Background: an optimization exercise with open tools, aiming at small area, a short achievable clock period and few clock cycles per item. Do not read the settings as production practice.
RTL that was checked went through simulation tests only; none was proved equivalent to the original.
Power is estimated from default activity; no workload was simulated.

Setup of the baseline:
// fp_mult_pipe
module fp_mult_pipe #(
    parameter int EXP_W = 8,
    parameter int MAN_W = 23
) (
    input  logic                   clk,
    input  logic                   rst_n,
    input  logic                   in_valid,
    output logic                   in_ready,
    input  logic [EXP_W+MAN_W:0]   a,
    input  logic [EXP_W+MAN_W:0]   b,
    output logic                   out_valid,
    input  logic                   out_ready,
    output logic [EXP_W+MAN_W:0]   product,
    output logic [4:0]             flags
);
    logic [7:0]  ea, eb;
    logic [23:0] ma, mb;
    logic        a_zero, b_zero, a_inf, b_inf, a_nan, b_nan;
    logic        k_nan, k_inv, k_inf, k_zero;
    logic [9:0]  exp_sum;
    assign ea = a[30:23];
    assign eb = b[30:23];
    assign ma = {1'b1, a[22:0]};
    assign mb = {1'b1, b[22:0]};
    assign a_zero = (ea == 8'h00);
    assign b_zero = (eb == 8'h00);
    assign a_inf  = (ea == 8'hFF) && (a[22:0] == 23'd0);
    assign b_inf  = (eb == 8'hFF) && (b[22:0] == 23'd0);
    assign a_nan  = (ea == 8'hFF) && (a[22:0] != 23'd0);
    assign b_nan  = (eb == 8'hFF) && (b[22:0] != 23'd0);
    assign k_nan  = a_nan | b_nan | (a_inf & b_zero) | (b_inf & a_zero);
    assign k_inv  = ~(a_nan | b_nan) & ((a_inf & b_zero) | (b_inf & a_zero));
    assign k_inf  = ~k_nan & (a_inf | b_inf);
    assign k_zero = ~k_nan & ~(a_inf | b_inf) & (a_zero | b_zero);
    assign exp_sum = {2'b00, ea} + {2'b00, eb} - 10'd127;
    logic [21:0] oa, ob;
    logic        nz21;
    always_comb begin
        oa[0] = ma[0];
        ob[0] = mb[0];
        for (int i = 1; i < 22; i++) begin
            oa[i] = oa[i-1] | ma[i];
            ob[i] = ob[i-1] | mb[i];
        end
        nz21 = 1'b0;
  ...
export LEC_CHECK = 0
export ABC_AREA = 1
export CAP_MARGIN = 20
export CORE_MARGIN = 2
export CORE_UTILIZATION = 40
export SETUP_SLACK_MARGIN = 5
export SLEW_MARGIN = 20
export TNS_END_PERCENT = 0
create_clock -name core_clock -period 12.0 [get_ports {clk}]
standard.sh (not shown) runs the stock make flow with config.mk's settings and CLKGATE_MAP_FILE= SYNTH_SCRIPT=/design/flow/synth_recipe.tcl, a recipe that flattens the netlist after the stock synthesis.
==> flow/flow/run.sh <==
#!/bin/bash
# Standard ORFS layout through standard.sh, with three changes to how it is made:
#  - Yosys's quick ABC pass inside "synth" is skipped (SYNTH_ARGS=-noabc), so the
#    full-adder extraction sees the RTL's adder expressions directly; the final
#    ABC mapping, register mapping and naming are unchanged.
#  - ports are buffered with buf_2 cells instead of the delay cells buffer_ports
#    picks on its own (still one buffer on every input and output port);
#  - timing repair aims past the standard flow's slack target (SETUP_SLACK_MARGIN), which
#    shortens the achieved period. The SDC and clock period are the standard flow's.
# Each tool's full output goes to standard_flow.log and ORFS's own logs/.
set -euo pipefail
cd "$(dirname "$0")/.."
MARGIN=$(cat flow/margin.txt 2>/dev/null || echo 6.5)
bash standard.sh SYNTH_ARGS=-noabc SETUP_SLACK_MARGIN=$MARGIN "BUFFER_PORTS_ARGS=-buffer_cell sky130_fd_sc_hd__buf_2" finish > standard_flow.log 2>&1
==> flow/flow/margin.txt <==
6.0
No stage failed in the baseline, and the final checks on the layout all came back clean.
Modified inputs, the candidate compared to the baseline
--- a/flow/design.v
+++ b/flow/design.v
@@ -44,21 +44,21 @@
         end
         nz21 = 1'b0;
         for (int i = 0; i < 22; i++) nz21 = nz21 | (oa[i] & ob[21-i]);
     end
     logic [24:0] yb;
     logic [11:0] one, two, neg;
     assign yb = {mb, 1'b0};
     always_comb begin
         for (int i = 0; i < 12; i++) begin
             one[i] = yb[2*i+1] ^ yb[2*i];
-            two[i] = ~(yb[2*i+1] ^ yb[2*i]) & (yb[2*i+2] ^ yb[2*i+1]);
+            two[i] = (yb[2*i+2] & ~yb[2*i+1] & ~yb[2*i]) | (~yb[2*i+2] & yb[2*i+1] & yb[2*i]);
             neg[i] = yb[2*i+2];
         end
     end
     wire [24:0] pp0 = (({25{one[0]}} & {1'b0, ma}) | ({25{two[0]}} & {ma, 1'b0})) ^ {25{neg[0]}};
     wire [24:0] pp1 = (({25{one[1]}} & {1'b0, ma}) | ({25{two[1]}} & {ma, 1'b0})) ^ {25{neg[1]}};
     wire [24:0] pp2 = (({25{one[2]}} & {1'b0, ma}) | ({25{two[2]}} & {ma, 1'b0})) ^ {25{neg[2]}};
     wire [24:0] pp3 = (({25{one[3]}} & {1'b0, ma}) | ({25{two[3]}} & {ma, 1'b0})) ^ {25{neg[3]}};
     wire [24:0] pp4 = (({25{one[4]}} & {1'b0, ma}) | ({25{two[4]}} & {ma, 1'b0})) ^ {25{neg[4]}};
     wire [24:0] pp5 = (({25{one[5]}} & {1'b0, ma}) | ({25{two[5]}} & {ma, 1'b0})) ^ {25{neg[5]}};
     wire [24:0] pp6 = (({25{one[6]}} & {1'b0, ma}) | ({25{two[6]}} & {ma, 1'b0})) ^ {25{neg[6]}};
[summary]
Delta (the candidate minus the baseline): initial DRC count decreased 48; routed wire length now sits lower; share of total power in the clock network about even; setup slack of the worst register-to-register path went up 90 ps.
On the candidate: total placed cells including tap cells is 41 higher than what the baseline gave.
The chip height of the baseline and that of the candidate are within noise of each other.
Summary of the comparison: utilization after layout is higher in the candidate, relative to the baseline.
Met2 usage in global routing in the candidate vs the baseline: down 1.9 points
Compared with the baseline, synthesized cell count in the candidate increased by a few percent.
Testbench counts of the candidate, summed over its fixed seeds: cycles 8,008, items 8,000.
The RTL of the baseline was laid out without a check of its function.

[re-timing with driven ports]
No port has a modelled driver above. Below, the same layouts with a new extraction and two added sets of constraints. Step 1 (the two cells are an assumption about what drives the block):
set clk [get_ports {clk}]
set_driving_cell -lib_cell sky130_fd_sc_hd__clkbuf_16 $clk
set_driving_cell -lib_cell sky130_fd_sc_hd__buf_2 [delete_from_list [all_inputs] $clk]
Step 2 adds t to the input delays and takes it off the output delays; t is the mean of the earliest and latest rising clock arrival at the registers after step 1. Input paths then give back, and output paths get back, about the clock's delay inside the block. a / b / c = ideal / step 1 / step 2; a / b = the first two.
| run | shift t [ns] | setup slack, ns | worst setup path after step 2 | clock arrival spread, ns | worst data-port slew with drivers (ns) |
|---|---|---|---|---|---|
| the baseline | 0.432 | 5.876 / 5.829 / 5.426 | input to register | 0.012 / 0.012 | 0.11 |
| the candidate | 0.416 | 5.967 / 5.986 / 5.569 | input to register | 0.015 / 0.015 | 0.08 |
After both steps setup and hold are still met in every run listed. The setup slack of the baseline, which loses most, moves by -0.047 ns with the drivers and by -0.450 ns with both steps.
